From an optimization exercise on the open Yosys and OpenROAD flow, aimed at small area and few clock cycles per item; shortcuts taken in it are not production practice.
Function was checked by simulation only, so behaviour that the tests miss may differ from the original.

==> flow/design.v <==
`default_nettype none
package ecc_pkg;
  localparam int unsigned YEAR_W  = 12;
  localparam int unsigned MONTH_W = 4;
  localparam int unsigned DAY_W   = 5;
  localparam int unsigned HOUR_W  = 5;
  localparam int unsigned MIN_W   = 6;
  localparam int unsigned SEC_W   = 6;
  localparam int unsigned DAYS_W  = 20;
  localparam int unsigned CIDX_W  = 3;
  localparam int unsigned CDAT_W  = 12;
  typedef logic [YEAR_W-1:0]  year_t;
  typedef logic [MONTH_W-1:0] month_t;
  typedef logic [DAY_W-1:0]   day_t;
  typedef logic [HOUR_W-1:0]  hour_t;
  typedef logic [MIN_W-1:0]   min_t;
  typedef logic [SEC_W-1:0]   sec_t;
  typedef logic [DAYS_W-1:0]  days_t;
  localparam year_t  RST_YEAR   = 12'd2022;
  localparam month_t RST_MONTH  = 4'd5;
  localparam day_t   RST_DAY    = 5'd17;
  localparam hour_t  RST_HOUR   = 5'd10;
  localparam min_t   RST_MINUTE = 6'd56;
  localparam logic [10:0] RST_PE = 11'd1388;
  localparam logic [143:0] CUM_DAYS_TBL =
    144'ha753a9d4e98445e6d45aa5cf05a1d87c0000;
  function automatic logic [8:0] cum_days(input logic [3:0] x);
    cum_days = CUM_DAYS_TBL[x * 9 +: 9];
  endfunction
  localparam logic [319:0] CENT_V_TBL =
    320'h3deef37bd6718bdab5a4e528c1ef7358c5a92941cc62906310400;
  function automatic logic [4:0] cent_v(input logic [5:0] x);
    cent_v = CENT_V_TBL[x * 5 +: 5];
  endfunction
  localparam logic [511:0] SEC_SPLIT_TBL =
    512'hb9babb404142434445464748494a4b4c4d4e4f505152535455565758595a5b5c5d5e5f606162636465666768696a6b6c6d6e6f707172737475767778797a7b00;
  function automatic logic [7:0] sec_split(input logic [5:0] x);
    sec_split = SEC_SPLIT_TBL[x * 8 +: 8];
  endfunction
endpackage
`default_nettype wire
`default_nettype none
module ecc_fa (
  input  logic a,
  input  logic b,
  input  logic c,
  output logic s,
  output logic co
);
  assign s  = a ^ b ^ c;
  assign co = (a & b) | (a & c) | (b & c);
endmodule
module ecc_ha (
  input  logic a,
  input  logic b,
  output logic s,
  output logic co
);
  assign s  = a ^ b;
  assign co = a & b;
endmodule
`default_nettype wire
`default_nettype none
module event_countdown_calc_core (
  input  logic                   clk,
  input  logic                   rst_n,
  input  logic                   start,
  output logic                   busy,
  input  ecc_pkg::year_t         in_now_year,
  input  ecc_pkg::month_t        in_now_month,
  input  ecc_pkg::day_t          in_now_day,
  input  ecc_pkg::hour_t         in_now_hour,
  input  ecc_pkg::min_t          in_now_minute,
  input  ecc_pkg::sec_t          in_now_second,
  output logic                   out_valid,
  output ecc_pkg::days_t         out_days_left,
  output ecc_pkg::hour_t         out_hours_left,
  output ecc_pkg::min_t          out_minutes_left,
  output ecc_pkg::sec_t          out_seconds_left,
  output logic                   out_event_passed,
  input  logic                   cfg_valid,
  output logic                   cfg_ready,
  input  logic [ecc_pkg::CIDX_W-1:0] cfg_index,
  input  logic [ecc_pkg::CDAT_W-1:0] cfg_data
);
  ecc_pkg::year_t  ev_year_n;
  ecc_pkg::month_t ev_month_n;
  ecc_pkg::day_t   ev_day_n;
  ecc_pkg::hour_t  ev_hour_n;
  ecc_pkg::min_t   ev_minute_n;
  logic [15:0]     dy;
  logic [11:0]     k;
  logic [4:0]      nv;
  ecc_pkg::month_t ev_month;
  logic            wr_r, wr2_r;
  logic [10:0]     pe_r;
  ecc_pkg::hour_t  t_hours;
  ecc_pkg::min_t   t_minutes;
  ecc_pkg::sec_t   t_seconds;
  logic [1:0]      t_carry2;
  logic            v_r;
  logic [15:0]     dy_r;
  logic [11:0]     k_r;
  logic [4:0]      nv_r;
  logic [1:0]      carry2_r;
  ecc_pkg::hour_t  hours_r;
  ecc_pkg::min_t   minutes_r;
  ecc_pkg::sec_t   seconds_r;
  logic ne;
  logic [8:0] cn;
  logic [5:0] nq;
  logic [7:0] s_split;
  logic [7:0] tm;
  logic [6:0] th;
  logic [1:0] bs, bm1;
  logic s1_;
  logic c2_;
  logic s3_;
  logic c4_;
  logic s5_;
  logic c6_;
  logic s7_;
  logic c8_;
  logic s9_;
  logic c10_;
  logic s11_;
  logic c12_;
  logic s13_;
  logic c14_;
  logic s15_;
  logic c16_;
  logic s17_;
  logic c18_;
  logic s19_;
  logic c20_;
  logic s21_;
  logic c22_;
  logic s23_;
  logic c24_;
  logic s25_;
  logic c26_;
  logic s27_;
  logic c28_;
  logic s29_;
  logic c30_;
  logic s31_;
  logic c32_;
  logic s33_;
  logic c34_;
  logic s35_;
  logic c36_;
  logic s37_;
  logic c38_;
  logic s39_;
  logic c40_;
  logic s41_;
  logic c42_;
  logic s43_;
  logic c44_;
  logic [11:0] ys;
  logic [3:0] ms;
  logic [4:0] ds;
  logic [10:0] pe_g;
  logic [4:0] nv_g;
  logic n45_;
  logic s46_;
  logic c47_;
  logic s48_;
  logic c49_;
  logic s50_;
  logic c51_;
  logic s52_;
  logic c53_;
  logic s54_;
  logic c55_;
  logic s56_;
  logic c57_;
  logic s58_;
  logic c59_;
  logic n60_;
  logic s61_;
  logic c62_;
  logic n63_;
  logic s64_;
  logic c65_;
  logic n66_;
  logic s67_;
  logic c68_;
  logic n69_;
  logic s70_;
  logic c71_;
  logic s72_;
  logic c73_;
  logic s74_;
  logic c75_;
  logic s76_;
  logic c77_;
  logic k78_;
  logic k79_;
  logic k80_;
  logic k81_;
  logic k82_;
  logic k83_;
  logic k84_;
  logic k85_;
  logic k86_;
  logic k87_;
  logic s88_;
  logic c89_;
  logic s90_;
  logic c91_;
  logic s92_;
  logic c93_;
  logic s94_;
  logic c95_;
  logic s96_;
  logic c97_;
  logic s98_;
  logic c99_;
  logic s100_;
  logic c101_;
  logic s102_;
  logic c103_;
  logic s104_;
  logic c105_;
  logic s106_;
  logic c107_;
  logic s108_;
  logic c109_;
  logic s110_;
  logic c111_;
  logic s112_;
  logic c113_;
  logic s114_;
  logic c115_;
  logic s116_;
  logic c117_;
  logic s118_;
  logic c119_;
  logic s120_;
  logic c121_;
  logic [12:0] dy1;
  logic s122_;
  logic c123_;
  logic s124_;
  logic c125_;
  logic s126_;
  logic c127_;
  logic s128_;
  logic c129_;
  logic s130_;
  logic c131_;
  logic s132_;
  logic c133_;
  logic s134_;
  logic c135_;
  logic s136_;
  logic c137_;
  logic s138_;
  logic c139_;
  logic s140_;
  logic c141_;
  logic s142_;
  logic c143_;
  logic s144_;
  logic c145_;
  logic s146_;
  logic c147_;
  logic s148_;
  logic c149_;
  logic s150_;
  logic c151_;
  logic s152_;
  logic c153_;
  logic s154_;
  logic c155_;
  logic s156_;
  logic c157_;
  logic s158_;
  logic c159_;
  logic s160_;
  logic c161_;
  logic s162_;
  logic c163_;
  logic s164_;
  logic c165_;
  logic s166_;
  logic c167_;
  logic s168_;
  logic c169_;
  logic s170_;
  logic c171_;
  logic s172_;
  logic c173_;
  logic s174_;
  logic c175_;
  logic s176_;
  logic c177_;
  logic s178_;
  logic c179_;
  logic s180_;
  logic c181_;
  logic s182_;
  logic c183_;
  logic s184_;
  logic c185_;
  logic s186_;
  logic c187_;
  logic s188_;
  logic c189_;
  logic s190_;
  logic c191_;
  logic s192_;
  logic c193_;
  logic s194_;
  logic c195_;
  logic s196_;
  logic c197_;
  logic s198_;
  logic c199_;
  logic s200_;
  logic c201_;
  logic s202_;
  logic c203_;
  logic s204_;
  logic c205_;
  logic s206_;
  logic c207_;
  logic s208_;
  logic c209_;
  logic s210_;
  logic c211_;
  logic s212_;
  logic c213_;
  logic s214_;
  logic c215_;
  logic s216_;
  logic c217_;
  logic [21:0] x;
  logic tz, pas, sat;
  logic s218_;
  logic c219_;
  logic s220_;
  logic c221_;
  logic s222_;
  logic c223_;
  logic s224_;
  logic c225_;
  logic s226_;
  logic c227_;
  logic s228_;
  logic c229_;
  logic s230_;
  logic c231_;
  logic s232_;
  logic c233_;
  logic s234_;
  logic c235_;
  logic s236_;
  logic c237_;
  logic s238_;
  logic c239_;
  logic s240_;
  logic c241_;
  logic s242_;
  logic c243_;
  logic s244_;
  logic c245_;
  logic s246_;
  logic c247_;
  logic s248_;
  logic c249_;
  logic s250_;
  logic c251_;
  logic s252_;
  logic c253_;
  logic s254_;
  logic c255_;
  logic s256_;
  logic c257_;
  logic s258_;
  logic c259_;
  logic s260_;
  logic c261_;
  logic s262_;
  logic c263_;
  logic s264_;
  logic c265_;
  logic s266_;
  logic c267_;
  logic s268_;
  logic c269_;
  logic s270_;
  logic c271_;
  logic s272_;
  logic c273_;
  logic s274_;
  logic c275_;
  logic s276_;
  logic c277_;
  logic s278_;
  logic c279_;
  logic s280_;
  logic c281_;
  logic s282_;
  logic c283_;
  logic s284_;
  logic c285_;
  logic s286_;
  logic c287_;
  logic s288_;
  logic c289_;
  logic s290_;
  logic c291_;
  logic s292_;
  logic c293_;
  logic s294_;
  logic c295_;
  logic s296_;
  logic c297_;
  logic s298_;
  logic c299_;
  logic s300_;
  logic c301_;
  logic s302_;
  logic c303_;
  logic n304_;
  logic s305_;
  logic c306_;
  logic s307_;
  logic c308_;
  logic s309_;
  logic c310_;
  logic s311_;
  logic c312_;
  logic s313_;
  logic c314_;
  logic s315_;
  logic c316_;
  logic n317_;
  logic s318_;
  logic c319_;
  logic s320_;
  logic c321_;
  logic s322_;
  logic c323_;
  logic p324_;
  logic g325_;
  logic p326_;
  logic g327_;
  logic s328_;
  logic c329_;
  logic p330_;
  logic g331_;
  logic o332_;
  logic k333_;
  logic o334_;
  logic k335_;
  logic o336_;
  logic k337_;
  logic o338_;
  logic bc339_;
  logic p340_;
  logic g341_;
  logic s342_;
  logic c343_;
  logic p344_;
  logic g345_;
  logic p346_;
  logic g347_;
  logic o348_;
  logic k349_;
  logic o350_;
  logic k351_;
  logic o352_;
  logic k353_;
  logic o354_;
  logic bc355_;
  assign busy      = wr_r || wr2_r;
  assign cfg_ready = 1'b1;
  always_ff @(posedge clk) begin
    if (!rst_n) begin
      ev_year_n   <= ~ecc_pkg::RST_YEAR;
      ev_month_n  <= ~ecc_pkg::RST_MONTH;
      ev_day_n    <= ~ecc_pkg::RST_DAY;
      ev_hour_n   <= ~ecc_pkg::RST_HOUR;
      ev_minute_n <= ~ecc_pkg::RST_MINUTE;
    end else if (cfg_valid) begin
      case (cfg_index)
        3'd0: ev_year_n   <= ~cfg_data;
        3'd1: ev_month_n  <= ~cfg_data[ecc_pkg::MONTH_W-1:0];
        3'd2: ev_day_n    <= ~cfg_data[ecc_pkg::DAY_W-1:0];
        3'd3: ev_hour_n   <= ~cfg_data[ecc_pkg::HOUR_W-1:0];
        3'd4: ev_minute_n <= ~cfg_data[ecc_pkg::MIN_W-1:0];
        default: ;
      endcase
    end
  end
  assign s_split = ecc_pkg::sec_split(in_now_second);
  assign bs = s_split[7:6];
  assign t_seconds = s_split[5:0];
  ecc_fa u_s1_ (.a(in_now_minute[0]), .b(ev_minute_n[0]), .c(bs[0]), .s(s1_), .co(c2_));
  ecc_fa u_s3_ (.a(in_now_minute[1]), .b(ev_minute_n[1]), .c(bs[1]), .s(s3_), .co(c4_));
  ecc_fa u_s5_ (.a(c4_), .b(in_now_minute[2]), .c(ev_minute_n[2]), .s(s5_), .co(c6_));
  ecc_fa u_s7_ (.a(c6_), .b(in_now_minute[3]), .c(ev_minute_n[3]), .s(s7_), .co(c8_));
  ecc_fa u_s9_ (.a(c8_), .b(in_now_minute[4]), .c(ev_minute_n[4]), .s(s9_), .co(c10_));
  ecc_fa u_s11_ (.a(c10_), .b(in_now_minute[5]), .c(ev_minute_n[5]), .s(s11_), .co(c12_));
  ecc_ha u_s13_ (.a(c2_), .b(s3_), .s(s13_), .co(c14_));
  ecc_ha u_s15_ (.a(s5_), .b(c14_), .s(s15_), .co(c16_));
  ecc_ha u_s17_ (.a(s7_), .b(c16_), .s(s17_), .co(c18_));
  ecc_ha u_s19_ (.a(s9_), .b(c18_), .s(s19_), .co(c20_));
  ecc_ha u_s21_ (.a(s11_), .b(c20_), .s(s21_), .co(c22_));
  ecc_ha u_s23_ (.a(c12_), .b(c22_), .s(s23_), .co(c24_));
  assign tm[0] = s1_;
  assign tm[1] = s13_;
  assign tm[2] = s15_;
  assign tm[3] = s17_;
  assign tm[4] = s19_;
  assign tm[5] = s21_;
  assign tm[6] = s23_;
  assign tm[7] = c24_;
  assign bm1 = (tm[7:2] == 6'd0) ? 2'd0 : (tm[7:6] == 2'd0) ? 2'd1 :
               (tm[7] || (tm[6] && (tm[5:2] == 4'hF))) ? 2'd3 : 2'd2;
  assign t_minutes = {4'(~tm[5:2] + {bm1[1], bm1[1], bm1[1], !bm1[0]}), ~tm[1:0]};
  ecc_fa u_s25_ (.a(in_now_hour[0]), .b(ev_hour_n[0]), .c(bm1[0]), .s(s25_), .co(c26_));
  ecc_fa u_s27_ (.a(in_now_hour[1]), .b(ev_hour_n[1]), .c(bm1[1]), .s(s27_), .co(c28_));
  ecc_fa u_s29_ (.a(c28_), .b(in_now_hour[2]), .c(ev_hour_n[2]), .s(s29_), .co(c30_));
  ecc_fa u_s31_ (.a(c30_), .b(in_now_hour[3]), .c(ev_hour_n[3]), .s(s31_), .co(c32_));
  ecc_fa u_s33_ (.a(c32_), .b(in_now_hour[4]), .c(ev_hour_n[4]), .s(s33_), .co(c34_));
  ecc_ha u_s35_ (.a(c26_), .b(s27_), .s(s35_), .co(c36_));
  ecc_ha u_s37_ (.a(s29_), .b(c36_), .s(s37_), .co(c38_));
  ecc_ha u_s39_ (.a(s31_), .b(c38_), .s(s39_), .co(c40_));
  ecc_ha u_s41_ (.a(s33_), .b(c40_), .s(s41_), .co(c42_));
  ecc_ha u_s43_ (.a(c34_), .b(c42_), .s(s43_), .co(c44_));
  assign th[0] = s25_;
  assign th[1] = s35_;
  assign th[2] = s37_;
  assign th[3] = s39_;
  assign th[4] = s41_;
  assign th[5] = s43_;
  assign th[6] = c44_;
  assign t_carry2 = (th <= 7'd8) ? 2'd0 : (th <= 7'd32) ? 2'd1 : (th <= 7'd56) ? 2'd2 : 2'd3;
  assign t_hours = 5'(~th[4:0] + {t_carry2[1], !t_carry2[0], 3'b001});
  assign ys = busy ? ~ev_year_n : in_now_year;
  assign ms = busy ? ~ev_month_n : in_now_month;
  assign ds = busy ? ~ev_day_n : in_now_day;
  assign pe_g = busy ? 11'd0 : pe_r;
  assign nv_g = wr2_r ? nv_r : 5'd0;
  assign ne = (ys[1:0] != 2'd0) || (ms > 4'd2);
  assign cn = ecc_pkg::cum_days(ms);
  assign n45_ = ~ne;
  ecc_fa u_s46_ (.a(ys[3]), .b(ys[6]), .c(n45_), .s(s46_), .co(c47_));
  ecc_fa u_s48_ (.a(ys[2]), .b(ys[4]), .c(ys[7]), .s(s48_), .co(c49_));
  ecc_fa u_s50_ (.a(ys[3]), .b(ys[5]), .c(ys[8]), .s(s50_), .co(c51_));
  ecc_fa u_s52_ (.a(ys[4]), .b(ys[6]), .c(ys[9]), .s(s52_), .co(c53_));
  ecc_fa u_s54_ (.a(ys[5]), .b(ys[7]), .c(ys[10]), .s(s54_), .co(c55_));
  ecc_fa u_s56_ (.a(ys[6]), .b(ys[8]), .c(ys[11]), .s(s56_), .co(c57_));
  ecc_fa u_s58_ (.a(ys[7]), .b(ys[9]), .c(ne), .s(s58_), .co(c59_));
  assign n60_ = ~ne;
  ecc_fa u_s61_ (.a(c49_), .b(s50_), .c(n60_), .s(s61_), .co(c62_));
  assign n63_ = ~ne;
  ecc_fa u_s64_ (.a(c51_), .b(s52_), .c(n63_), .s(s64_), .co(c65_));
  assign n66_ = ~ne;
  ecc_fa u_s67_ (.a(c53_), .b(s54_), .c(n66_), .s(s67_), .co(c68_));
  assign n69_ = ~ne;
  ecc_fa u_s70_ (.a(c55_), .b(s56_), .c(n69_), .s(s70_), .co(c71_));
  ecc_fa u_s72_ (.a(c59_), .b(ys[8]), .c(ys[10]), .s(s72_), .co(c73_));
  ecc_fa u_s74_ (.a(c71_), .b(c57_), .c(s58_), .s(s74_), .co(c75_));
  ecc_fa u_s76_ (.a(c73_), .b(ys[9]), .c(ys[11]), .s(s76_), .co(c77_));
  assign k78_ = (ys[2] & ~ne) | (ys[2] & 1'b0) | (~ne & 1'b0);
  assign k79_ = (ys[3] & ~ne) | (ys[3] & k78_) | (~ne & k78_);
  assign k80_ = (ys[4] & ~ne) | (ys[4] & k79_) | (~ne & k79_);
  assign k81_ = (ys[2] & ys[5]) | (ys[2] & k80_) | (ys[5] & k80_);
  assign k82_ = (s46_ & 1'b0) | (s46_ & k81_) | (1'b0 & k81_);
  assign k83_ = (c47_ & s48_) | (c47_ & k82_) | (s48_ & k82_);
  assign k84_ = (s61_ & 1'b0) | (s61_ & k83_) | (1'b0 & k83_);
  assign k85_ = (c62_ & s64_) | (c62_ & k84_) | (s64_ & k84_);
  assign k86_ = (c65_ & s67_) | (c65_ & k85_) | (s67_ & k85_);
  assign k87_ = (c68_ & s70_) | (c68_ & k86_) | (s70_ & k86_);
  ecc_ha u_s88_ (.a(s74_), .b(k87_), .s(s88_), .co(c89_));
  ecc_fa u_s90_ (.a(c75_), .b(s72_), .c(c89_), .s(s90_), .co(c91_));
  ecc_ha u_s92_ (.a(s76_), .b(c91_), .s(s92_), .co(c93_));
  ecc_fa u_s94_ (.a(c77_), .b(ys[10]), .c(c93_), .s(s94_), .co(c95_));
  ecc_ha u_s96_ (.a(ys[11]), .b(c95_), .s(s96_), .co(c97_));
  assign nq[0] = s88_;
  assign nq[1] = s90_;
  assign nq[2] = s92_;
  assign nq[3] = s94_;
  assign nq[4] = s96_;
  assign nq[5] = c97_;
  assign nv = ~ecc_pkg::cent_v(nq);
  ecc_ha u_s98_ (.a(in_now_year[0]), .b(ev_year_n[0]), .s(s98_), .co(c99_));
  ecc_fa u_s100_ (.a(in_now_year[1]), .b(ev_year_n[1]), .c(c99_), .s(s100_), .co(c101_));
  ecc_fa u_s102_ (.a(in_now_year[2]), .b(ev_year_n[2]), .c(c101_), .s(s102_), .co(c103_));
  ecc_fa u_s104_ (.a(in_now_year[3]), .b(ev_year_n[3]), .c(c103_), .s(s104_), .co(c105_));
  ecc_fa u_s106_ (.a(in_now_year[4]), .b(ev_year_n[4]), .c(c105_), .s(s106_), .co(c107_));
  ecc_fa u_s108_ (.a(in_now_year[5]), .b(ev_year_n[5]), .c(c107_), .s(s108_), .co(c109_));
  ecc_fa u_s110_ (.a(in_now_year[6]), .b(ev_year_n[6]), .c(c109_), .s(s110_), .co(c111_));
  ecc_fa u_s112_ (.a(in_now_year[7]), .b(ev_year_n[7]), .c(c111_), .s(s112_), .co(c113_));
  ecc_fa u_s114_ (.a(in_now_year[8]), .b(ev_year_n[8]), .c(c113_), .s(s114_), .co(c115_));
  ecc_fa u_s116_ (.a(in_now_year[9]), .b(ev_year_n[9]), .c(c115_), .s(s116_), .co(c117_));
  ecc_fa u_s118_ (.a(in_now_year[10]), .b(ev_year_n[10]), .c(c117_), .s(s118_), .co(c119_));
  ecc_fa u_s120_ (.a(in_now_year[11]), .b(ev_year_n[11]), .c(c119_), .s(s120_), .co(c121_));
  assign dy1[0] = s98_;
  assign dy1[1] = s100_;
  assign dy1[2] = s102_;
  assign dy1[3] = s104_;
  assign dy1[4] = s106_;
  assign dy1[5] = s108_;
  assign dy1[6] = s110_;
  assign dy1[7] = s112_;
  assign dy1[8] = s114_;
  assign dy1[9] = s116_;
  assign dy1[10] = s118_;
  assign dy1[11] = s120_;
  assign dy1[12] = c121_;
  ecc_ha u_s122_ (.a(dy1[1]), .b(dy1[0]), .s(s122_), .co(c123_));
  ecc_fa u_s124_ (.a(dy1[2]), .b(dy1[0]), .c(c123_), .s(s124_), .co(c125_));
  ecc_fa u_s126_ (.a(dy1[3]), .b(dy1[1]), .c(c125_), .s(s126_), .co(c127_));
  ecc_fa u_s128_ (.a(dy1[4]), .b(dy1[2]), .c(c127_), .s(s128_), .co(c129_));
  ecc_fa u_s130_ (.a(dy1[5]), .b(dy1[3]), .c(c129_), .s(s130_), .co(c131_));
  ecc_fa u_s132_ (.a(dy1[6]), .b(dy1[4]), .c(c131_), .s(s132_), .co(c133_));
  ecc_fa u_s134_ (.a(dy1[7]), .b(dy1[5]), .c(c133_), .s(s134_), .co(c135_));
  ecc_fa u_s136_ (.a(dy1[8]), .b(dy1[6]), .c(c135_), .s(s136_), .co(c137_));
  ecc_fa u_s138_ (.a(dy1[9]), .b(dy1[7]), .c(c137_), .s(s138_), .co(c139_));
  ecc_fa u_s140_ (.a(dy1[10]), .b(dy1[8]), .c(c139_), .s(s140_), .co(c141_));
  ecc_fa u_s142_ (.a(dy1[11]), .b(dy1[9]), .c(c141_), .s(s142_), .co(c143_));
  ecc_fa u_s144_ (.a(dy1[12]), .b(dy1[10]), .c(c143_), .s(s144_), .co(c145_));
  assign s146_ = dy1[11] ^ c145_;
  assign c147_ = dy1[11] | c145_;
  ecc_ha u_s148_ (.a(dy1[12]), .b(c147_), .s(s148_), .co(c149_));
  assign dy[0] = ~dy1[0];
  assign dy[1] = s122_;
  assign dy[2] = s124_;
  assign dy[3] = s126_;
  assign dy[4] = s128_;
  assign dy[5] = s130_;
  assign dy[6] = s132_;
  assign dy[7] = s134_;
  assign dy[8] = s136_;
  assign dy[9] = s138_;
  assign dy[10] = s140_;
  assign dy[11] = s142_;
  assign dy[12] = s144_;
  assign dy[13] = ~s146_;
  assign dy[14] = s148_;
  assign dy[15] = c149_;
  ecc_fa u_s150_ (.a(ys[2]), .b(cn[0]), .c(ds[0]), .s(s150_), .co(c151_));
  ecc_fa u_s152_ (.a(pe_g[0]), .b(nv_g[0]), .c(ne), .s(s152_), .co(c153_));
  ecc_fa u_s154_ (.a(ys[3]), .b(cn[1]), .c(ds[1]), .s(s154_), .co(c155_));
  ecc_fa u_s156_ (.a(ys[4]), .b(cn[2]), .c(ds[2]), .s(s156_), .co(c157_));
  ecc_fa u_s158_ (.a(ys[5]), .b(cn[3]), .c(ds[3]), .s(s158_), .co(c159_));
  ecc_fa u_s160_ (.a(ys[6]), .b(cn[4]), .c(ds[4]), .s(s160_), .co(c161_));
  ecc_fa u_s162_ (.a(ys[7]), .b(cn[5]), .c(pe_g[5]), .s(s162_), .co(c163_));
  ecc_fa u_s164_ (.a(ys[8]), .b(cn[6]), .c(pe_g[6]), .s(s164_), .co(c165_));
  ecc_fa u_s166_ (.a(ys[9]), .b(cn[7]), .c(pe_g[7]), .s(s166_), .co(c167_));
  ecc_fa u_s168_ (.a(ys[10]), .b(cn[8]), .c(pe_g[8]), .s(s168_), .co(c169_));
  ecc_fa u_s170_ (.a(c151_), .b(c153_), .c(s154_), .s(s170_), .co(c171_));
  ecc_fa u_s172_ (.a(c155_), .b(s156_), .c(pe_g[2]), .s(s172_), .co(c173_));
  ecc_fa u_s174_ (.a(c157_), .b(s158_), .c(pe_g[3]), .s(s174_), .co(c175_));
  ecc_fa u_s176_ (.a(c159_), .b(s160_), .c(pe_g[4]), .s(s176_), .co(c177_));
  ecc_fa u_s178_ (.a(c169_), .b(ys[11]), .c(pe_g[9]), .s(s178_), .co(c179_));
  ecc_fa u_s180_ (.a(s170_), .b(pe_g[1]), .c(nv_g[1]), .s(s180_), .co(c181_));
  ecc_fa u_s182_ (.a(c171_), .b(s172_), .c(nv_g[2]), .s(s182_), .co(c183_));
  ecc_fa u_s184_ (.a(c173_), .b(s174_), .c(nv_g[3]), .s(s184_), .co(c185_));
  ecc_fa u_s186_ (.a(c175_), .b(s176_), .c(nv_g[4]), .s(s186_), .co(c187_));
  ecc_fa u_s188_ (.a(c177_), .b(c161_), .c(s162_), .s(s188_), .co(c189_));
  ecc_fa u_s190_ (.a(c189_), .b(c163_), .c(s164_), .s(s190_), .co(c191_));
  ecc_fa u_s192_ (.a(c191_), .b(c165_), .c(s166_), .s(s192_), .co(c193_));
  ecc_fa u_s194_ (.a(c193_), .b(c167_), .c(s168_), .s(s194_), .co(c195_));
  ecc_ha u_s196_ (.a(s150_), .b(s152_), .s(s196_), .co(c197_));
  ecc_ha u_s198_ (.a(s180_), .b(c197_), .s(s198_), .co(c199_));
  ecc_fa u_s200_ (.a(c181_), .b(s182_), .c(c199_), .s(s200_), .co(c201_));
  ecc_fa u_s202_ (.a(c183_), .b(s184_), .c(c201_), .s(s202_), .co(c203_));
  ecc_fa u_s204_ (.a(c185_), .b(s186_), .c(c203_), .s(s204_), .co(c205_));
  ecc_fa u_s206_ (.a(c187_), .b(s188_), .c(c205_), .s(s206_), .co(c207_));
  ecc_ha u_s208_ (.a(s190_), .b(c207_), .s(s208_), .co(c209_));
  ecc_ha u_s210_ (.a(s192_), .b(c209_), .s(s210_), .co(c211_));
  ecc_ha u_s212_ (.a(s194_), .b(c211_), .s(s212_), .co(c213_));
  ecc_fa u_s214_ (.a(c195_), .b(s178_), .c(c213_), .s(s214_), .co(c215_));
  ecc_fa u_s216_ (.a(c179_), .b(pe_g[10]), .c(c215_), .s(s216_), .co(c217_));
  assign k[0] = s196_;
  assign k[1] = s198_;
  assign k[2] = s200_;
  assign k[3] = s202_;
  assign k[4] = s204_;
  assign k[5] = s206_;
  assign k[6] = s208_;
  assign k[7] = s210_;
  assign k[8] = s212_;
  assign k[9] = s214_;
  assign k[10] = s216_;
  assign k[11] = c217_;
  ecc_fa u_s218_ (.a(dy_r[0]), .b(k_r[0]), .c(nv_r[0]), .s(s218_), .co(c219_));
  ecc_fa u_s220_ (.a(dy_r[1]), .b(k_r[1]), .c(nv_r[1]), .s(s220_), .co(c221_));
  ecc_fa u_s222_ (.a(dy_r[2]), .b(k_r[2]), .c(nv_r[2]), .s(s222_), .co(c223_));
  ecc_fa u_s224_ (.a(dy_r[0]), .b(dy_r[3]), .c(k_r[3]), .s(s224_), .co(c225_));
  ecc_fa u_s226_ (.a(dy_r[1]), .b(dy_r[4]), .c(k_r[4]), .s(s226_), .co(c227_));
  ecc_fa u_s228_ (.a(dy_r[2]), .b(dy_r[5]), .c(k_r[5]), .s(s228_), .co(c229_));
  ecc_fa u_s230_ (.a(dy_r[0]), .b(dy_r[3]), .c(dy_r[6]), .s(s230_), .co(c231_));
  ecc_fa u_s232_ (.a(dy_r[1]), .b(dy_r[4]), .c(dy_r[7]), .s(s232_), .co(c233_));
  ecc_fa u_s234_ (.a(dy_r[2]), .b(dy_r[5]), .c(dy_r[8]), .s(s234_), .co(c235_));
  ecc_fa u_s236_ (.a(dy_r[3]), .b(dy_r[6]), .c(dy_r[9]), .s(s236_), .co(c237_));
  ecc_fa u_s238_ (.a(dy_r[4]), .b(dy_r[7]), .c(dy_r[10]), .s(s238_), .co(c239_));
  ecc_fa u_s240_ (.a(dy_r[5]), .b(dy_r[8]), .c(dy_r[11]), .s(s240_), .co(c241_));
  ecc_fa u_s242_ (.a(dy_r[6]), .b(dy_r[9]), .c(dy_r[12]), .s(s242_), .co(c243_));
  ecc_fa u_s244_ (.a(dy_r[7]), .b(dy_r[10]), .c(dy_r[13]), .s(s244_), .co(c245_));
  ecc_fa u_s246_ (.a(dy_r[8]), .b(dy_r[11]), .c(dy_r[14]), .s(s246_), .co(c247_));
  ecc_fa u_s248_ (.a(dy_r[9]), .b(dy_r[12]), .c(dy_r[15]), .s(s248_), .co(c249_));
  assign s250_ = s218_ ^ carry2_r[0];
  assign c251_ = s218_ | carry2_r[0];
  ecc_fa u_s252_ (.a(c219_), .b(s220_), .c(carry2_r[1]), .s(s252_), .co(c253_));
  ecc_fa u_s254_ (.a(c223_), .b(s224_), .c(nv_r[3]), .s(s254_), .co(c255_));
  ecc_fa u_s256_ (.a(c225_), .b(s226_), .c(nv_r[4]), .s(s256_), .co(c257_));
  assign s258_ = c227_ ^ s228_;
  assign c259_ = c227_ | s228_;
  ecc_fa u_s260_ (.a(c229_), .b(s230_), .c(k_r[6]), .s(s260_), .co(c261_));
  ecc_fa u_s262_ (.a(c231_), .b(s232_), .c(k_r[7]), .s(s262_), .co(c263_));
  ecc_fa u_s264_ (.a(c233_), .b(s234_), .c(k_r[8]), .s(s264_), .co(c265_));
  ecc_fa u_s266_ (.a(c235_), .b(s236_), .c(k_r[9]), .s(s266_), .co(c267_));
  ecc_fa u_s268_ (.a(c237_), .b(s238_), .c(k_r[10]), .s(s268_), .co(c269_));
  ecc_fa u_s270_ (.a(c239_), .b(s240_), .c(k_r[11]), .s(s270_), .co(c271_));
  ecc_fa u_s272_ (.a(c249_), .b(dy_r[10]), .c(dy_r[13]), .s(s272_), .co(c273_));
  assign s274_ = c251_ ^ s252_;
  assign c275_ = c251_ | s252_;
  ecc_fa u_s276_ (.a(c253_), .b(c221_), .c(s222_), .s(s276_), .co(c277_));
  assign s278_ = c263_ ^ s264_;
  assign c279_ = c263_ | s264_;
  assign s280_ = c269_ ^ s270_;
  assign c281_ = c269_ | s270_;
  ecc_fa u_s282_ (.a(c271_), .b(c241_), .c(s242_), .s(s282_), .co(c283_));
  ecc_fa u_s284_ (.a(c273_), .b(dy_r[11]), .c(dy_r[14]), .s(s284_), .co(c285_));
  ecc_fa u_s286_ (.a(c279_), .b(c265_), .c(s266_), .s(s286_), .co(c287_));
  ecc_fa u_s288_ (.a(c283_), .b(c243_), .c(s244_), .s(s288_), .co(c289_));
  ecc_fa u_s290_ (.a(c285_), .b(dy_r[12]), .c(dy_r[15]), .s(s290_), .co(c291_));
  ecc_fa u_s292_ (.a(c287_), .b(c267_), .c(s268_), .s(s292_), .co(c293_));
  ecc_fa u_s294_ (.a(c289_), .b(c245_), .c(s246_), .s(s294_), .co(c295_));
  ecc_fa u_s296_ (.a(c295_), .b(c247_), .c(s248_), .s(s296_), .co(c297_));
  ecc_ha u_s298_ (.a(c275_), .b(s276_), .s(s298_), .co(c299_));
  ecc_fa u_s300_ (.a(c277_), .b(s254_), .c(c299_), .s(s300_), .co(c301_));
  ecc_fa u_s302_ (.a(c255_), .b(s256_), .c(c301_), .s(s302_), .co(c303_));
  assign n304_ = ~s258_;
  ecc_fa u_s305_ (.a(c257_), .b(n304_), .c(c303_), .s(s305_), .co(c306_));
  ecc_fa u_s307_ (.a(c259_), .b(s260_), .c(c306_), .s(s307_), .co(c308_));
  ecc_fa u_s309_ (.a(c261_), .b(s262_), .c(c308_), .s(s309_), .co(c310_));
  assign s311_ = s278_ ^ c310_;
  assign c312_ = ~s278_ & c310_;
  ecc_ha u_s313_ (.a(s286_), .b(c312_), .s(s313_), .co(c314_));
  ecc_ha u_s315_ (.a(s292_), .b(c314_), .s(s315_), .co(c316_));
  assign n317_ = ~s280_;
  ecc_fa u_s318_ (.a(c293_), .b(n317_), .c(c316_), .s(s318_), .co(c319_));
  ecc_fa u_s320_ (.a(c281_), .b(s282_), .c(c319_), .s(s320_), .co(c321_));
  ecc_ha u_s322_ (.a(s288_), .b(c321_), .s(s322_), .co(c323_));
  assign p324_ = s294_ ^ 1'b0;
  assign g325_ = s294_ & 1'b0;
  assign p326_ = s296_ ^ 1'b0;
  assign g327_ = s296_ & 1'b0;
  ecc_ha u_s328_ (.a(c297_), .b(s272_), .s(s328_), .co(c329_));
  assign p330_ = s284_ ^ 1'b0;
  assign g331_ = s284_ & 1'b0;
  assign o332_ = p324_ ^ c323_;
  assign k333_ = g325_ | (p324_ & c323_);
  assign o334_ = p326_ ^ k333_;
  assign k335_ = g327_ | (p326_ & k333_);
  assign o336_ = s328_ ^ k335_;
  assign k337_ = c329_ | (s328_ & k335_);
  assign o338_ = p330_ ^ k337_;
  assign bc339_ = (g331_ | (p330_ & (c329_ | (s328_ & (g327_ | (p326_ & (g325_ | (p324_ & 1'b0)))))))) | (((((1'b1 & p324_) & p326_) & s328_) & p330_) & c323_);
  assign p340_ = s290_ ^ 1'b0;
  assign g341_ = s290_ & 1'b0;
  ecc_ha u_s342_ (.a(c291_), .b(dy_r[13]), .s(s342_), .co(c343_));
  assign p344_ = dy_r[14] ^ 1'b0;
  assign g345_ = dy_r[14] & 1'b0;
  assign p346_ = dy_r[15] ^ 1'b1;
  assign g347_ = dy_r[15] & 1'b1;
  assign o348_ = p340_ ^ bc339_;
  assign k349_ = g341_ | (p340_ & bc339_);
  assign o350_ = s342_ ^ k349_;
  assign k351_ = c343_ | (s342_ & k349_);
  assign o352_ = p344_ ^ k351_;
  assign k353_ = g345_ | (p344_ & k351_);
  assign o354_ = p346_ ^ k353_;
  assign bc355_ = (g347_ | (p346_ & (g345_ | (p344_ & (c343_ | (s342_ & (g341_ | (p340_ & 1'b0)))))))) | (((((1'b1 & p340_) & s342_) & p344_) & p346_) & bc339_);
  assign x[0] = ~s250_;
  assign x[1] = ~s274_;
  assign x[2] = s298_;
  assign x[3] = s300_;
  assign x[4] = s302_;
  assign x[5] = s305_;
  assign x[6] = s307_;
  assign x[7] = s309_;
  assign x[8] = ~s311_;
  assign x[9] = s313_;
  assign x[10] = s315_;
  assign x[11] = s318_;
  assign x[12] = s320_;
  assign x[13] = s322_;
  assign x[14] = o332_;
  assign x[15] = o334_;
  assign x[16] = o336_;
  assign x[17] = o338_;
  assign x[18] = o348_;
  assign x[19] = o350_;
  assign x[20] = o352_;
  assign x[21] = o354_;
  assign tz  = (hours_r == 5'd0) && (minutes_r == 6'd0) && (seconds_r == 6'd0);
  assign pas = !x[21] || (tz && (x == 22'h3FFFFF));
  assign sat = x[21] && !x[20];
  assign out_days_left    = pas ? 20'd0 : sat ? 20'hFFFFF : ~x[19:0];
  assign out_hours_left   = pas ? 5'd0  : sat ? 5'd23     : hours_r;
  assign out_minutes_left = pas ? 6'd0  : sat ? 6'd59     : minutes_r;
  assign out_seconds_left = pas ? 6'd0  : sat ? 6'd59     : seconds_r;
  assign out_event_passed = pas;
  always_ff @(posedge clk) begin
    if (!rst_n) begin
      v_r   <= 1'b0;
      wr_r  <= 1'b0;
      wr2_r <= 1'b0;
    end else begin
      v_r   <= start && !busy;
      wr_r  <= cfg_valid;
      wr2_r <= wr_r;
    end
  end
  always_ff @(posedge clk) begin
    if (!rst_n) begin
      pe_r <= ecc_pkg::RST_PE;
    end else if (wr2_r) begin
      pe_r <= ~k[10:0];
    end
  end
  always_ff @(posedge clk) begin
    dy_r      <= dy;
    k_r       <= k;
    nv_r      <= nv;
    carry2_r  <= t_carry2;
    hours_r   <= t_hours;
    minutes_r <= t_minutes;
    seconds_r <= t_seconds;
  end
  assign out_valid = v_r;
endmodule
`default_nettype wire
==> flow/flow/run.sh <==
#!/bin/bash
# The standard layout with two changes:
#  1. after the standard synthesis, the combinational logic between the
#     standard synthesis's registers and full adder cells is re-mapped by ABC
#     with an area script (reopt.ys, reopt.abc); registers, full adder cells,
#     ports and their names are kept as they are. If the re-mapped netlist
#     looks wrong (too few logic cells) the standard netlist is used as is;
#  2. the port buffers are plain sky130_fd_sc_hd__buf_1 cells
#     (buffer_ports -buffer_cell) instead of the delay cells buffer_ports
#     picks by default. Every port still gets a buffer.
set -euo pipefail
HERE=$(pwd)
PORTS="BUFFER_PORTS_ARGS=-buffer_cell sky130_fd_sc_hd__buf_1"
RES=$HERE/orfs/results/$FLOW_PLATFORM/event_countdown_calc_core/base
YOSYS=$FLOW_HOME/../tools/install/yosys/bin/yosys
bash standard.sh "$PORTS" "$RES/1_2_yosys.v" > standard_synth.log 2>&1
cp "$RES/1_2_yosys.v" "$HERE/standard_1_2_yosys.v"
sed -e "s#@LIB@#$FLOW_HOME/platforms/sky130hd/lib/sky130_fd_sc_hd__tt_025C_1v80.lib#g" \
    -e "s#@IN@#$HERE/standard_1_2_yosys.v#g" -e "s#@OUT@#$HERE/reopt_1_2_yosys.v#g" \
    -e "s#@ABC@#$HERE/flow/reopt.abc#g" -e "s#@TOP@#$FLOW_TOP#g" flow/reopt.ys > reopt_run.ys
# count the logic cells other than registers and full adders
logic_cells() { grep -E '^ *sky130_fd_sc_hd__' "$1" | grep -vcE 'sky130_fd_sc_hd__(dfxtp|fa)_' || true; }
if "$YOSYS" -l reopt_yosys.log -q reopt_run.ys > reopt_stdout.log 2>&1; then
  std=$(logic_cells "$HERE/standard_1_2_yosys.v")
  new=$(logic_cells "$HERE/reopt_1_2_yosys.v")
  echo "logic cells: standard $std, re-mapped $new" > reopt_check.log
  if (( new * 2 >= std )); then
    cp "$HERE/reopt_1_2_yosys.v" "$RES/1_2_yosys.v"
  else
    echo "re-mapped netlist refused, standard netlist kept" >> reopt_check.log
  fi
else
  echo "re-mapping failed, standard netlist kept" > reopt_check.log
fi
touch "$RES/1_2_yosys.v" "$RES/1_2_yosys.sdc"
bash standard.sh "$PORTS" "CTS_ARGS=-repair_clock_nets -buf_list sky130_fd_sc_hd__clkbuf_8 -root_buf sky130_fd_sc_hd__clkbuf_16" finish > standard_flow.log 2>&1
==> flow/flow/reopt.abc <==
strash
dch
amap
mfs2
strash
dch
amap
mfs2
strash
dch
amap
topo
==> flow/flow/reopt.ys <==
# Re-map the combinational logic of the standard synthesis with ABC.
# Registers, full adder cells and tie cells stay as they are (black boxes);
# half adder cells are re-mapped with the rest.
read_liberty -ignore_miss_func @LIB@
setattr -mod -set blackbox 1 sky130_fd_sc_hd__dfxtp_1 sky130_fd_sc_hd__fa_1 sky130_fd_sc_hd__conb_1
read_verilog @IN@
hierarchy -top @TOP@
flatten
opt_clean -purge
abc -liberty @LIB@ -script @ABC@ -dont_use sky130_fd_sc_hd__lpflow_bleeder_1 -dont_use sky130_fd_sc_hd__lpflow_clkbufkapwr_1 -dont_use sky130_fd_sc_hd__lpflow_clkbufkapwr_16 -dont_use sky130_fd_sc_hd__lpflow_clkbufkapwr_2 -dont_use sky130_fd_sc_hd__lpflow_clkbufkapwr_4 -dont_use sky130_fd_sc_hd__lpflow_clkbufkapwr_8 -dont_use sky130_fd_sc_hd__lpflow_clkinvkapwr_1 -dont_use sky130_fd_sc_hd__lpflow_clkinvkapwr_16 -dont_use sky130_fd_sc_hd__lpflow_clkinvkapwr_2 -dont_use sky130_fd_sc_hd__lpflow_clkinvkapwr_4 -dont_use sky130_fd_sc_hd__lpflow_clkinvkapwr_8 -dont_use sky130_fd_sc_hd__lpflow_decapkapwr_12 -dont_use sky130_fd_sc_hd__lpflow_decapkapwr_3 -dont_use sky130_fd_sc_hd__lpflow_decapkapwr_4 -dont_use sky130_fd_sc_hd__lpflow_decapkapwr_6 -dont_use sky130_fd_sc_hd__lpflow_decapkapwr_8 -dont_use sky130_fd_sc_hd__lpflow_inputiso0n_1 -dont_use sky130_fd_sc_hd__lpflow_inputiso0p_1 -dont_use sky130_fd_sc_hd__lpflow_inputiso1n_1 -dont_use sky130_fd_sc_hd__lpflow_inputiso1p_1 -dont_use sky130_fd_sc_hd__lpflow_inputisolatch_1 -dont_use sky130_fd_sc_hd__lpflow_isobufsrc_1 -dont_use sky130_fd_sc_hd__lpflow_isobufsrc_16 -dont_use sky130_fd_sc_hd__lpflow_isobufsrc_2 -dont_use sky130_fd_sc_hd__lpflow_isobufsrc_4 -dont_use sky130_fd_sc_hd__lpflow_isobufsrc_8 -dont_use sky130_fd_sc_hd__lpflow_isobufsrckapwr_16 -dont_use sky130_fd_sc_hd__lpflow_lsbuf_lh_hl_isowell_tap_1 -dont_use sky130_fd_sc_hd__lpflow_lsbuf_lh_hl_isowell_tap_2 -dont_use sky130_fd_sc_hd__lpflow_lsbuf_lh_hl_isowell_tap_4 -dont_use sky130_fd_sc_hd__lpflow_lsbuf_lh_isowell_4 -dont_use sky130_fd_sc_hd__lpflow_lsbuf_lh_isowell_tap_1 -dont_use sky130_fd_sc_hd__lpflow_lsbuf_lh_isowell_tap_2 -dont_use sky130_fd_sc_hd__lpflow_lsbuf_lh_isowell_tap_4 -dont_use sky130_fd_sc_hd__probe_p_8 -dont_use sky130_fd_sc_hd__probec_p_8 
# define the mapped cells (as black boxes) so later passes know their pin directions
read_liberty -lib -ignore_redef @LIB@
opt_clean -purge
hilomap -singleton -hicell sky130_fd_sc_hd__conb_1 HI -locell sky130_fd_sc_hd__conb_1 LO
splitnets
opt_clean -purge
check -assert
stat -liberty @LIB@
write_verilog -noattr -noexpr -nohex -nodec @OUT@
==> flow/standard.sh <==
#!/bin/bash
# synth_recipe.tcl (not shown) runs the flow's synth.tcl, then flattens the netlist and writes it again
# the make line also repeats each setting of config.mk as NAME=value (left out here)
make -C /OpenROAD-flow-scripts/flow DESIGN_CONFIG=/design/flow/config.mk WORK_HOME=/design/flow/orfs CLKGATE_MAP_FILE= SYNTH_SCRIPT=/design/flow/synth_recipe.tcl "${@:-finish}"
==> flow/config.mk <==
export PLATFORM = sky130hd
export DESIGN_NAME = event_countdown_calc_core
export DESIGN_NICKNAME = event_countdown_calc_core
export VERILOG_FILES = /design/flow/design.v
export SDC_FILE = /design/flow/constraint.sdc
export NUM_CORES = 4
export LEC_CHECK = 0
export ABC_AREA = 1
export CAP_MARGIN = 20
export CORE_MARGIN = 2
export CORE_UTILIZATION = 65
export CTS_BUF_LIST = sky130_fd_sc_hd__clkbuf_8
export SLEW_MARGIN = 20
export SYNTH_HIERARCHICAL = 1
export SYNTH_MINIMUM_KEEP_SIZE = 0
==> flow/constraint.sdc <==
create_clock -name core_clock -period 12.0 [get_ports {clk}]
set_input_delay 2.4000 -clock core_clock [delete_from_list [all_inputs] [get_ports {clk}]]
set_output_delay 2.4000 -clock core_clock [all_outputs]
set_load 0.01 [all_outputs]
==> summary.log, run 1 <==
[finish] relative area change from synthesis to final layout 13.0%
[drt] drt pass-1 iters 5
[setup_path] required time reported for the critical path endpoint 9.60 ns
[place] Worst Setup Slack post-DPL 1.79 ns
[clock_network] clock tree from TritonCTS yes
[sta] unrepaired setup endpoints after global routing false
[setup_path] worst reg2reg path startpoint wr2_r$_SDFF_PN0_
[sta] post-route setup TNS 0 ns
[logic_synthesis] Mapped Nets 876
[setup_path] data arrival time at the worst-slack endpoint 8.31 ns
[die] Top-Level Pins 98
[outcome] result of the run timing/DRC/antenna clean
[global_route] largest net degree at the start of global routing 37
[setup_path] most frequent cell on the critical path fa_1
[die] standard-cell rows 36
[sta] endpoints failing setup 0
[sta] max-slew violation count 0
[sta] final worst setup slack 1.29 ns
[setup_path] sum of buffers and inverters on the critical path 7
[drt] post-DR vias/cell 5.79
[die] die outline height 105 um
[global_route] via count of the first global-routing pass 5,338
[global_route] gr ovfl total 0
[setup_path] critical path's largest stage delay 0.78 ns
[worst_hold_path] launch point of the worst hold path pe_r[0]$_SDFFE_PN0P_
[finish] Diodes inserted 0
[clock_network] CTS H-tree depth 3
[sta] maximum achievable frequency 93.3 MHz
[finish] share of post-route cells with drive strength above 1 2.70%
[worst_hold_path] WHS Path Cells 2
[place] half-perimeter wire length after placement 12.8 mm
[finish] fill cell count 682
[die] area of the core 0.00986 mm2
[clock_network] clk slew on worst S/H paths 0.06 ns
[sta] worst slew margin relative to its limit 24.7%
[drt] routed length per placed instance 16.5 um
[clock_network] CTS root buf clkbuf_16
[clock_network] cts hold-fix bufs 0
[setup_path] CP max-delay cell a21oi_1
[logic_synthesis] average cell area after synthesis 9.56 um2
[drt] First DRT Iteration DRCs 340
[finish] number of nets in the final layout 988
[clock_network] total clock sinks 98
[setup_path] Worst path depth 33
[global_route] antenna violations before repair 0
[clock_network] post-CTS setup-driven buffer insertion count 0
[setup_path] capturing element type of the critical path output pin
[logic_synthesis] Syn. warnings 7
[drt] wirelength, routed 15.7 mm
[setup_path] length in cells of the worst reg-to-reg path 23
[global_route] wire length of the first global-routing pass 25.5 mm
[place] placer congestion estimate 0.866
[sta] Final Cycle Share 89.3%
[die] initial standard-cell utilization of the core 67.7%
[sta] final critical delay including setup and external delays 10.71 ns
[setup_path] cell family with most CP delay adder cells
[drt] vias 5,485
[run] maxcap violations 0
[clock_network] cts bufs inserted 9
[clock_network] count of instances resized after the clock tree is built 0
[global_route] global router's overall resource usage 29.8%
[setup_path] critical path startpoint dy_r[1]$_DFF_P_
[sta] final number of hold-violating endpoints 0
[clock_network] buffer depth of the longest clock path 2
[logic_synthesis] gate count of the mapped netlist 698
[place] PortBufs 96
[die] area of the die 0.0111 mm2
[logic_synthesis] Cell Area, Synth 0.00667 mm2
[die] horizontal extent of the die 105 um
[clock_network] clock latency reported for the late side of the worst-skew pair 0.35 ns
[worst_hold_path] path type of the worst min-delay path reg -> reg
[setup_path] worst setup path category reg -> out
[sta] setup skew after layout 0.00713 ns
[sta] Slew @ Worst Pin 1.12 ns
[setup_path] maximum fanout along the worst path 36
[drt] Residual DRC 0
[setup_path] crit start category flip-flop
[drt] ANT nets after route 0
sequential cells by signal, summed over array words and instances, names as in the netlist:
signal / cells
hours_r: 5
dy_r: 16
ev_minute_n: 6
ev_month_n: 4
ev_day_n: 5
carry2_r: 2
wr_r: 1
pe_r: 11
ev_hour_n: 5
seconds_r: 6
v_r: 1
ev_year_n: 12
wr2_r: 1
k_r: 12
minutes_r: 6
nv_r: 5
per-stage QoR:
stage,area [um2],std cells,util [%],hold WS [ns]
final,7540,947,76.5,0.465
after global routing,7540,947,76.5,0.490
after detailed placement,7240,931,73.4,0.453
after global placement,7240,931,73.4,0.445
after floorplan,6670,698,-,0.433
after CTS,7510,946,76.2,0.465
layout make-up:
class | instances | area (um2) | area share [%]
clock buffer | 10 | 239 | 3.17
clock inverter | 5 | 40.0 | 0.531
inverter | 83 | 312 | 4.13
multi-input combinational | 517 | 4410 | 58.4
sequential | 98 | 1960 | 26.0
tap | 133 | 166 | 2.21
timing repair buffer | 101 | 418 | 5.54
tightest hold or removal path: stages (launching register included):
cell and delay (ns):
dfxtp_1 0.30, clkinv_1 0.05, a221oi_1 0.06
path summary, 6_finish.rpt:
| path | end | slack (ns) |
|---|---|---|
| worst max-delay path | out_seconds_left[2] | 1.29 |
| worst min-delay path | pe_r[0]$_SDFFE_PN0P_ | 0.46 |
| worst max register to register | pe_r[10]$_SDFFE_PN1P_ | 4.51 |
| worst min register to register | pe_r[0]$_SDFFE_PN0P_ | 0.46 |
routing by layer:
layer | part of all wire (%) | global-route usage (%)
met5 | 0 | 0
met4 | 2.5 | 9.81
met3 | 8.5 | 6.86
met2 | 47 | 48.0
met1 | 42 | 40.4
placed cells by master (no fill, tap or decap), types with 3 or more instances in the layout:
master and instances:
a21o_1 5, or4_1 3, a21oi_1 51, o221ai_1 12, o21a_1 7, a211oi_1 13
and3_1 4, or3_1 3, clkinv_1 83, nor3_1 10, o22ai_1 12, a221oi_1 9
nor2b_1 8, buf_1 96, nor2_1 134, dfxtp_1 98, clkbuf_16 9, buf_4 4
o21ai_0 53, nand2_1 51, fa_1 121
Testbench counts, summed over its fixed seeds: cycles 16,232, items 16,000.
==> inputs of run 2 (changes only) <==
--- a/flow/design.v
+++ b/flow/design.v
@@ -91,8 +91,10 @@
   logic [15:0]     dy;
   logic [11:0]     k;
   logic [4:0]      nv;
-  ecc_pkg::month_t ev_month;
-  logic            wr_r, wr2_r;
+  logic            wr_r;
+  ecc_pkg::year_t  ev_year_x;
+  ecc_pkg::month_t ev_month_x;
+  ecc_pkg::day_t   ev_day_x;
   logic [10:0]     pe_r;
   ecc_pkg::hour_t  t_hours;
   ecc_pkg::min_t   t_minutes;
@@ -476,7 +478,7 @@
   logic k353_;
   logic o354_;
   logic bc355_;
-  assign busy      = wr_r || wr2_r;
+  assign busy      = cfg_valid || wr_r;
   assign cfg_ready = 1'b1;
   always_ff @(posedge clk) begin
     if (!rst_n) begin
@@ -496,6 +498,9 @@
       endcase
     end
   end
+  assign ev_year_x  = (cfg_valid && cfg_index == 3'd0) ? ~cfg_data : ev_year_n;
+  assign ev_month_x = (cfg_valid && cfg_index == 3'd1) ? ~cfg_data[ecc_pkg::MONTH_W-1:0] : ev_month_n;
+  assign ev_day_x   = (cfg_valid && cfg_index == 3'd2) ? ~cfg_data[ecc_pkg::DAY_W-1:0] : ev_day_n;
   assign s_split = ecc_pkg::sec_split(in_now_second);
   assign bs = s_split[7:6];
   assign t_seconds = s_split[5:0];
@@ -541,11 +546,11 @@
   assign th[6] = c44_;
   assign t_carry2 = (th <= 7'd8) ? 2'd0 : (th <= 7'd32) ? 2'd1 : (th <= 7'd56) ? 2'd2 : 2'd3;
   assign t_hours = 5'(~th[4:0] + {t_carry2[1], !t_carry2[0], 3'b001});
-  assign ys = busy ? ~ev_year_n : in_now_year;
-  assign ms = busy ? ~ev_month_n : in_now_month;
-  assign ds = busy ? ~ev_day_n : in_now_day;
+  assign ys = busy ? ~ev_year_x : in_now_year;
+  assign ms = busy ? ~ev_month_x : in_now_month;
+  assign ds = busy ? ~ev_day_x : in_now_day;
   assign pe_g = busy ? 11'd0 : pe_r;
-  assign nv_g = wr2_r ? nv_r : 5'd0;
+  assign nv_g = wr_r ? nv_r : 5'd0;
   assign ne = (ys[1:0] != 2'd0) || (ms > 4'd2);
   assign cn = ecc_pkg::cum_days(ms);
   assign n45_ = ~ne;
@@ -813,19 +818,17 @@
   assign out_event_passed = pas;
   always_ff @(posedge clk) begin
     if (!rst_n) begin
-      v_r   <= 1'b0;
-      wr_r  <= 1'b0;
-      wr2_r <= 1'b0;
+      v_r  <= 1'b0;
+      wr_r <= 1'b0;
     end else begin
-      v_r   <= start && !busy;
-      wr_r  <= cfg_valid;
-      wr2_r <= wr_r;
+      v_r  <= start && !busy;
+      wr_r <= cfg_valid;
     end
   end
   always_ff @(posedge clk) begin
     if (!rst_n) begin
       pe_r <= ecc_pkg::RST_PE;
-    end else if (wr2_r) begin
+    end else if (wr_r) begin
       pe_r <= ~k[10:0];
     end
   end
--- a/flow/flow/run.sh
+++ b/flow/flow/run.sh
@@ -33,4 +33,4 @@
   echo "re-mapping failed, standard netlist kept" > reopt_check.log
 fi
 touch "$RES/1_2_yosys.v" "$RES/1_2_yosys.sdc"
-bash standard.sh "$PORTS" "CTS_ARGS=-repair_clock_nets -buf_list sky130_fd_sc_hd__clkbuf_8 -root_buf sky130_fd_sc_hd__clkbuf_16" finish > standard_flow.log 2>&1
+bash standard.sh "$PORTS" finish > standard_flow.log 2>&1
==> summary.log, run 2 <==
[outcome] result of the run timing/DRC/antenna clean
[setup_path] cell family with most CP delay adder cells
[setup_path] Worst path depth 31 [-6.1%]
[logic_synthesis] gate count of the mapped netlist 694 [-0.57%]
[finish] register ranked first by flip-flop count dy_r
[clock_network] clock tree from TritonCTS yes
[die] area of the die 0.0111 mm2 [about the same]
[setup_path] capturing element type of the critical path output pin
[clock_network] cts hold-fix bufs 0 [unchanged]
[setup_path] flop-to-flop setup slack 4.22 ns [-0.29 ns]
[setup_path] required time reported for the critical path endpoint 9.60 ns [about the same]
[drt] routed length per placed instance 15.6 um [-5.7%]
[setup_path] maximum fanout along the worst path 35 [-2.8%]
[die] Top-Level Pins 98 [unchanged]
[die] horizontal extent of the die 105 um [about the same]
[finish] share of post-route cells with drive strength above 1 2.95% [+0.25 points]
[global_route] largest net degree at the start of global routing 37 [unchanged]
[die] area of the core 0.00986 mm2 [unchanged]
[finish] number of flip-flops in the largest register 16 [unchanged]
[global_route] via count of the first global-routing pass 5,437 [+1.9%]
[drt] vias 5,306 [-3.3%]
[setup_path] CP max-delay cell nand2b_1
[global_route] gr ovfl total 0 [unchanged]
[drt] First DRT Iteration DRCs 275 [-19%]
[finish] number of nets in the final layout 988 [unchanged]
[drt] wirelength, routed 14.8 mm [-5.8%]
[worst_hold_path] WHS Path Cells 2 [unchanged]
[place] half-perimeter wire length after placement 12.3 mm [-3.9%]
[sta] Final Cycle Share 90.7% [+1.4 points]
[sta] final critical delay including setup and external delays 10.88 ns [+0.170 ns]
[drt] Residual DRC 0 [unchanged]
[finish] Diodes inserted 0 [unchanged]
[place] placer congestion estimate 0.931 [+7.5%]
[global_route] global router's overall resource usage 28.7% [-1.1 points]
[drt] post-DR vias/cell 5.61 [-3.2%]
[clock_network] buffer depth of the longest clock path 2 [unchanged]
[sta] final number of hold-violating endpoints 0 [unchanged]
[drt] drt pass-1 iters 5 [unchanged]
[sta] setup skew after layout 0.0176 ns [+0.0105 ns]
[die] standard-cell rows 36 [unchanged]
[setup_path] sum of buffers and inverters on the critical path 4 [-3]
[finish] most used cells in the layout excluding fill and tap cells fa_1 (121), nor2_1 (108), dfxtp_1 (97)
[run] maxcap violations 0 [unchanged]
[finish] largest registers in the final layout dy_r x16, ev_year_n x12, k_r x12
[clock_network] CTS root buf clkbuf_8
[clock_network] clock latency reported for the late side of the worst-skew pair 0.38 ns [+0.03 ns]
[clock_network] CTS H-tree depth 3 [unchanged]
[clock_network] total clock sinks 97 [-1.0%]
[sta] worst slew margin relative to its limit 33.2% [+8.4 points]
[finish] post-layout util 75.5% [-0.96 points]
[clock_network] count of instances resized after the clock tree is built 0 [unchanged]
[finish] relative area change from synthesis to final layout 11.6%
[setup_path] crit start category flip-flop
[global_route] antenna violations before repair 0 [unchanged]
[logic_synthesis] Syn. warnings 7 [unchanged]
[sta] Slew @ Worst Pin 0.992 ns [-0.125 ns]
[die] initial standard-cell utilization of the core 67.6% [about the same]
[logic_synthesis] average cell area after synthesis 9.61 um2 [+0.56%]
[clock_network] post-CTS setup-driven buffer insertion count 0 [unchanged]
[setup_path] critical path's largest stage delay 0.57 ns [-0.21 ns]
[setup_path] data arrival time at the worst-slack endpoint 8.48 ns [+0.17 ns]
[sta] max-slew violation count 0 [unchanged]
[place] Worst Setup Slack post-DPL 1.53 ns [-0.261 ns]
[drt] ANT nets after route 0 [unchanged]
[setup_path] most frequent cell on the critical path fa_1
[finish] most common library cell in the layout ignoring fill and taps fa_1
[sta] final worst setup slack 1.12 ns [-0.170 ns]
[sta] post-route setup TNS 0 ns [unchanged]
[global_route] wire length of the first global-routing pass 25.0 mm [-2.0%]
[sta] unrepaired setup endpoints after global routing false
[setup_path] worst setup path category reg -> out
[die] die outline height 105 um [about the same]
[clock_network] clk slew on worst S/H paths 0.08 ns [+0.02 ns]
[logic_synthesis] Mapped Nets 872 [-0.46%]
[worst_hold_path] path type of the worst min-delay path reg -> reg
[setup_path] length in cells of the worst reg-to-reg path 23 [unchanged]
[logic_synthesis] Cell Area, Synth 0.00667 mm2 [about the same]
[sta] endpoints failing setup 0 [unchanged]
[clock_network] cts bufs inserted 9 [unchanged]
[sta] maximum achievable frequency 91.9 MHz [-1.6%]
[place] PortBufs 96 [unchanged]
[run 2: metal layers]
layer	share of wire (%)	track usage, %	up-vias
met4	2.5	9.81	0
met2	49	49.4	189
met1	43	37.2	2524
met3	5.1	4.45	37
met5	0	0	-
li1	-	-	2556
[run 2: layout make-up]
type / instances / area (um2)
Multi-Input combinational cell: 525 / 4460
Fill cell: 713 / 2420
Sequential cell: 97 / 1940
Clock buffer: 9 / 124
Tap cell: 133 / 166
Timing Repair Buffer: 105 / 448
Inverter: 72 / 270
Clock inverter: 5 / 33.8
[run 2: through the flow]
step | std cells | instance area (um2) | hold WS (ns)
2_1_floorplan | 694 | 6670 | 0.441
3_3_place_gp | 931 | 7260 | 0.450
3_5_place_dp | 931 | 7260 | 0.458
4_1_cts | 945 | 7420 | 0.473
5_1_grt | 946 | 7450 | 0.498
6_report | 946 | 7450 | 0.469
[run 2: worst paths after layout]
check | start | endpoint
setup / recovery | dy_r[1]$_DFF_P_ | out_minutes_left[3]
hold / removal | pe_r[9]$_SDFFE_PN0P_ | pe_r[9]$_SDFFE_PN0P_
setup reg to reg | wr_r$_SDFF_PN0_ | pe_r[10]$_SDFFE_PN1P_
hold reg to reg | pe_r[9]$_SDFFE_PN0P_ | pe_r[9]$_SDFFE_PN0P_
[run 2: worst register-to-register path, stage by stage, from the launching register on]
cell and delay [ns]:
dfxtp_1 0.51, nor2_2 0.15, buf_4 0.34, clkinv_1 0.62, o22ai_1 0.63, clkinv_1 0.28
nor2_1 0.19, nor3_1 0.07, o21ai_0 0.13, fa_1 0.51, fa_1 0.48, fa_1 0.49
clkinv_1 0.08, nor2_1 0.07, fa_1 0.38, fa_1 0.42, fa_1 0.42, fa_1 0.39
and2_0 0.18, nand2_1 0.13, nor2_1 0.08, fa_1 0.39, fa_1 0.54, o221ai_1 0.13
Testbench counts of run 2, summed over its fixed seeds: cycles 16,200, items 16,000.

[separate check: timing with driven ports]
The flow's constraints put no driver on any port. The routed layouts listed below were extracted and timed again, unchanged, in two steps. Step 1 assumes that a clkbuf_16 drives the clock port and a buf_2 every other input. Step 2, shift: input delay + t, output delay - t, t = (earliest + latest rising clock arrival at the registers) / 2. This alone moves slack from input paths to output paths. Slacks: ideal ports / drivers / drivers and shift; pairs: ideal ports / drivers.
| run | t (ns) | setup slack, ns | slew at the worst register clock pin (ns) | worst data-port slew with drivers (ns) | pins driven straight from the clock port |
|---|---|---|---|---|---|
| run 1 | 0.385 | 1.286 / 1.244 / 1.629 | 0.07 / 0.07 | 0.05 | 1 |
| run 2 | 0.405 | 1.116 / 1.079 / 1.484 | 0.10 / 0.10 | 0.05 | 1 |
After both steps setup and hold are still met in every run listed.
